What follows belongs to an exercise in optimizing a design on an open flow for small area, a short achievable clock period and few clock cycles per item; a production flow would make more cautious choices.
Function was checked by simulation only, so behaviour that the tests miss may differ from the original.
Power and IR drop assume default switching activity.

==> inputs of fjord <==
// averaged_sensor_range_event_unit
module averaged_sensor_range_event_unit #(
  parameter int AVERAGE_COUNT = 10
) (
  input  logic                                      clk,
  input  logic                                      rst_n,
  input  logic                                      in_valid,
  output logic                                      in_ready,
  input  logic signed [asre_pkg::SAMPLE_W-1:0]      in_sample,
  output logic                                      out_valid,
  input  logic                                      out_ready,
  output logic signed [asre_pkg::SAMPLE_W-1:0]      out_reported_value,
  output logic                                      out_range_event,
  input  logic                                      cfg_we,
  input  logic [asre_pkg::CFG_INDEX_W-1:0]          cfg_index,
  input  logic [asre_pkg::CFG_DATA_W-1:0]           cfg_wdata
);
==> flow/config.mk <==
export PLATFORM = sky130hd
export DESIGN_NAME = averaged_sensor_range_event_unit
export DESIGN_NICKNAME = averaged_sensor_range_event_unit
export VERILOG_FILES = /design/flow/design.v
export SDC_FILE = /design/flow/constraint.sdc
export NUM_CORES = 4
export LEC_CHECK = 0
export ABC_AREA = 1
export CAP_MARGIN = 20
export CORE_MARGIN = 2
export CORE_UTILIZATION = 40
export SLEW_MARGIN = 20
==> flow/constraint.sdc <==
create_clock -name core_clock -period 12.0 [get_ports {clk}]
set_input_delay 2.4000 -clock core_clock [delete_from_list [all_inputs] [get_ports {clk}]]
set_output_delay 2.4000 -clock core_clock [all_outputs]
set_load 0.01 [all_outputs]
standard.sh (not shown) runs the stock make flow with config.mk's settings and CLKGATE_MAP_FILE= SYNTH_SCRIPT=/design/flow/synth_recipe.tcl, a recipe that flattens the netlist after the stock synthesis.
==> flow/flow/run.sh <==
#!/bin/bash
set -euo pipefail
here=$(pwd)
bash standard.sh \
  SETUP_SLACK_MARGIN=8.4 \
  "BUFFER_PORTS_ARGS=-buffer_cell sky130_fd_sc_hd__buf_4" \
  "POST_GLOBAL_PLACE_TCL=$here/flow/small_input_buffers.tcl" \
  finish > standard.log 2>&1
==> flow/flow/small_input_buffers.tcl <==
# After global placement: the port buffers of the inputs other than clk and
# out_ready get the smallest buffer; the later repair steps resize any that
# end up on a path that needs it.
foreach port [all_inputs] {
  set pname [get_full_name $port]
  if {$pname eq "clk" || $pname eq "out_ready"} { continue }
  set net [get_nets -quiet $pname]
  if {[llength $net] == 0} { continue }
  foreach pin [get_pins -quiet -of_objects $net] {
    set inst [get_cells -of_objects $pin]
    set master [get_property $inst ref_name]
    if {[string match "sky130_fd_sc_hd__buf_*" $master]} {
      replace_cell $inst sky130_fd_sc_hd__buf_1
    }
  }
}
==> inputs of xenon, as changes to fjord <==
--- a/flow/design.v
+++ b/flow/design.v
@@ -194,18 +194,18 @@
   end
   always_ff @(posedge clk) begin
     if (k_free) begin
       k_sample <= in_sample;
     end
     if (adv) begin
-      a_sample <= k_free ? (in_valid ? in_sample : '0) : k_sample;
+      a_sample <= k_free ? in_sample : k_sample;
       b_sample <= a_sample;
       c_sample <= b_sample;
       b_end    <= a_end;
       c_end    <= b_end;
       y1_r     <= y1_nxt;
-      acc_r    <= acc_nxt;
+      if (a_valid) acc_r <= acc_nxt;
       held_r   <= held_nxt;
       event_r  <= event_nxt;
     end
   end
 endmodule
==> flow/flow/run.sh (replaced) <==
#!/bin/bash
set -euo pipefail
here=$(pwd)
bash standard.sh \
  SETUP_SLACK_MARGIN=8.5 \
  "BUFFER_PORTS_ARGS=-buffer_cell sky130_fd_sc_hd__buf_4" \
  "POST_GLOBAL_PLACE_TCL=$here/flow/small_input_buffers.tcl" \
  finish > standard.log 2>&1
==> inputs of garnet, as changes to fjord <==
==> flow/design.v (replaced) <==
package asre_pkg;
  localparam int SAMPLE_W    = 16;
  localparam int CFG_INDEX_W = 2;
  localparam int CFG_DATA_W  = 16;
  typedef logic signed [SAMPLE_W-1:0] sample_t;
  typedef logic        [SAMPLE_W-1:0] delta_t;
  typedef enum logic [CFG_INDEX_W-1:0] {
    REG_DELTA_THRESHOLD = 2'd0,
    REG_UPPER_LIMIT     = 2'd1,
    REG_LOWER_LIMIT     = 2'd2
  } cfg_index_t;
  localparam delta_t  DELTA_THRESHOLD_RESET = '0;
  localparam sample_t UPPER_LIMIT_RESET     = 16'sh7FFF;
  localparam sample_t LOWER_LIMIT_RESET     = 16'sh8000;
endpackage
module asre_avg_div_a (
  input  logic [20:0] acc_i,    
  output logic [20:0] y1_o
);
  logic neg;
  assign neg  = (acc_i < 21'd983043);            
  assign y1_o = acc_i + {4'b0, acc_i[20:4]} + {16'b0, neg, neg, neg, 2'b0};
endmodule
module asre_avg_div_b (
  input  logic [20:0] y1_i,
  output logic [15:0] avg_o
);
  logic [20:0] y3;
  assign y3    = y1_i + {8'b0, y1_i[20:8]} + {16'b0, y1_i[20:16]};
  assign avg_o = {~y3[20], y3[19:5]};
endmodule
module averaged_sensor_range_event_unit #(
  parameter int AVERAGE_COUNT = 10
) (
  input  logic                                      clk,
  input  logic                                      rst_n,
  input  logic                                      in_valid,
  output logic                                      in_ready,
  input  logic signed [asre_pkg::SAMPLE_W-1:0]      in_sample,
  output logic                                      out_valid,
  input  logic                                      out_ready,
  output logic signed [asre_pkg::SAMPLE_W-1:0]      out_reported_value,
  output logic                                      out_range_event,
  input  logic                                      cfg_we,
  input  logic [asre_pkg::CFG_INDEX_W-1:0]          cfg_index,
  input  logic [asre_pkg::CFG_DATA_W-1:0]           cfg_wdata
);
  localparam int SAMPLE_W = asre_pkg::SAMPLE_W;
  localparam logic [asre_pkg::CFG_INDEX_W-1:0] REG_DELTA_THRESHOLD = asre_pkg::REG_DELTA_THRESHOLD;
  localparam logic [asre_pkg::CFG_INDEX_W-1:0] REG_UPPER_LIMIT     = asre_pkg::REG_UPPER_LIMIT;
  localparam logic [asre_pkg::CFG_INDEX_W-1:0] REG_LOWER_LIMIT     = asre_pkg::REG_LOWER_LIMIT;
  localparam logic        [SAMPLE_W-1:0] DELTA_THRESHOLD_RESET = asre_pkg::DELTA_THRESHOLD_RESET;
  localparam logic signed [SAMPLE_W-1:0] UPPER_LIMIT_RESET     = asre_pkg::UPPER_LIMIT_RESET;
  localparam logic signed [SAMPLE_W-1:0] LOWER_LIMIT_RESET     = asre_pkg::LOWER_LIMIT_RESET;
  logic        [SAMPLE_W-1:0] delta_thr_r;
  logic signed [SAMPLE_W-1:0] upper_r;
  logic signed [SAMPLE_W-1:0] lower_r;
  logic                       adv;
  logic                       k_valid;
  logic signed [SAMPLE_W-1:0] k_sample;
  logic                       a_valid, b_valid, c_valid;
  logic signed [SAMPLE_W-1:0] a_sample, b_sample, c_sample;
  logic                       b_first, c_first, b_end, c_end, c_range;
  logic                       seen_a;
  logic                       out_valid_r;
  logic signed [SAMPLE_W-1:0] held_r, held_nxt;
  logic                       event_r, event_nxt;
  logic [3:0]  cnt_r;
  logic        start_r, end_r;
  logic [20:0] acc_r, acc_nxt, a_add;
  logic        a_first, a_acc;
  logic [20:0] y1_nxt, y1_r;
  logic [15:0] avg;
  logic signed [SAMPLE_W+1:0] dp, dn;
  logic                       hit;
  assign adv      = !out_valid_r || out_ready;
  assign in_ready = !k_valid;
  assign out_valid          = out_valid_r;
  assign out_reported_value = held_r;
  assign out_range_event    = event_r;
  assign a_first = !seen_a;
  assign a_acc   = a_valid && !a_first;
  assign a_add   = a_acc ? {{(21-SAMPLE_W){a_sample[SAMPLE_W-1]}}, a_sample} : 21'd0;
  assign acc_nxt = ((a_acc && start_r) ? 21'd983043 : acc_r) + a_add + {a_add[19:0], 1'b0};
  asre_avg_div_a u_div_a (
    .acc_i (acc_r),
    .y1_o  (y1_nxt)
  );
  asre_avg_div_b u_div_b (
    .y1_i  (y1_r),
    .avg_o (avg)
  );
  always_comb begin
    dp  = {{2{c_sample[SAMPLE_W-1]}}, c_sample} - {{2{held_r[SAMPLE_W-1]}}, held_r}
        - {2'b0, delta_thr_r};
    dn  = {{2{held_r[SAMPLE_W-1]}}, held_r} - {{2{c_sample[SAMPLE_W-1]}}, c_sample}
        - {2'b0, delta_thr_r};
    hit = (!dp[SAMPLE_W+1] || !dn[SAMPLE_W+1]) && c_range;
    held_nxt  = held_r;
    event_nxt = event_r;
    if (c_valid) begin
      event_nxt = 1'b0;
      if (c_first || hit) begin
        held_nxt  = c_sample;
        event_nxt = 1'b1;
      end else if (c_end) begin
        held_nxt  = avg;
      end
    end
  end
  always_ff @(posedge clk) begin
    if (!rst_n) begin
      delta_thr_r <= DELTA_THRESHOLD_RESET;
      upper_r     <= UPPER_LIMIT_RESET;
      lower_r     <= LOWER_LIMIT_RESET;
      k_valid     <= 1'b0;
      a_valid     <= 1'b0;
      b_valid     <= 1'b0;
      c_valid     <= 1'b0;
      out_valid_r <= 1'b0;
      seen_a      <= 1'b0;
      cnt_r       <= '0;
      start_r     <= 1'b1;
      end_r       <= 1'b0;
    end else begin
      if (cfg_we) begin
        case (cfg_index)
          REG_DELTA_THRESHOLD: delta_thr_r <= cfg_wdata;
          REG_UPPER_LIMIT:     upper_r     <= cfg_wdata;
          REG_LOWER_LIMIT:     lower_r     <= cfg_wdata;
          default: ;
        endcase
      end
      if (adv) begin
        k_valid     <= 1'b0;
        a_valid     <= k_valid || in_valid;
        b_valid     <= a_valid;
        c_valid     <= b_valid;
        out_valid_r <= c_valid;
        seen_a      <= seen_a || a_valid;
        if (a_acc) begin
          cnt_r   <= end_r ? 4'd0 : cnt_r + 4'd1;
          start_r <= end_r;
          end_r   <= (cnt_r == 4'd8);
        end
      end else if (in_valid) begin
        k_valid <= 1'b1;
      end
    end
  end
  always_ff @(posedge clk) begin
    if (!k_valid) begin
      k_sample <= in_sample;
    end
    if (adv) begin
      a_sample <= k_valid ? k_sample : in_sample;
      b_sample <= a_sample;
      c_sample <= b_sample;
      b_first  <= a_first;
      c_first  <= b_first;
      b_end    <= end_r;
      c_end    <= b_end;
      c_range  <= (b_sample >= upper_r) || (b_sample <= lower_r);
      y1_r     <= y1_nxt;
      acc_r    <= acc_nxt;
      held_r   <= held_nxt;
      event_r  <= event_nxt;
    end
  end
endmodule
==> flow/flow/run.sh (replaced) <==
#!/bin/bash
set -euo pipefail
bash standard.sh \
  SETUP_SLACK_MARGIN=8.5 \
  "BUFFER_PORTS_ARGS=-buffer_cell sky130_fd_sc_hd__buf_4" \
  finish > standard.log 2>&1
==> flow/config.mk (replaced) <==
export PLATFORM = sky130hd
export DESIGN_NAME = averaged_sensor_range_event_unit
export DESIGN_NICKNAME = averaged_sensor_range_event_unit
export VERILOG_FILES = /design/flow/design.v
export SDC_FILE = /design/flow/constraint.sdc
export NUM_CORES = 4
export LEC_CHECK = 0
export CAP_MARGIN = 20
export CORE_MARGIN = 2
export CORE_UTILIZATION = 40
export SLEW_MARGIN = 20
removed: flow/flow/small_input_buffers.tcl
==> run notes <==
- Sequential power: xenon < fjord < garnet.
- Synthesized cell count: garnet < xenon < fjord.
- Clock-buffer cell count: fjord > garnet > xenon.
- The highest combinational power belongs to garnet, the lowest to xenon.
- Against garnet, the area after synthesis of xenon is smaller by about 7%.
Testbench counts of fjord, summed over its fixed seeds: cycles 16,032, items 16,000.
Testbench counts of xenon, summed over its fixed seeds: cycles 16,032, items 16,000.
Testbench counts of garnet, summed over its fixed seeds: cycles 16,032, items 16,000.

==> afterwards: timing with drivers on the ports <==
The results above use ideal ports. As a check the final layouts listed here were re-extracted and re-timed, cells and wires unchanged. Step 1 (the two cells are an assumption about what drives the block):
set clk [get_ports {clk}]
set_driving_cell -lib_cell sky130_fd_sc_hd__clkbuf_16 $clk
set_driving_cell -lib_cell sky130_fd_sc_hd__buf_2 [delete_from_list [all_inputs] $clk]
Step 2 adds t to the input delays and takes it off the output delays; t is the mean of the earliest and latest rising clock arrival at the registers after step 1. Input paths then give back, and output paths get back, about the clock's delay inside the block. a / b / c = no drivers / after step 1 / after step 2; a / b = the first two.
run	t, ns	setup slack, ns	clock arrival spread, ns
fjord	0.476	8.458 / 8.414 / 8.206	0.013 / 0.012
xenon	0.471	8.532 / 8.490 / 8.221	0.012 / 0.012
garnet	0.484	8.436 / 8.406 / 8.214	0.015 / 0.015
After both steps every run listed still meets setup and hold. For xenon, which loses most, drivers alone change the setup slack by -0.042 ns; drivers and shift together by -0.311 ns.
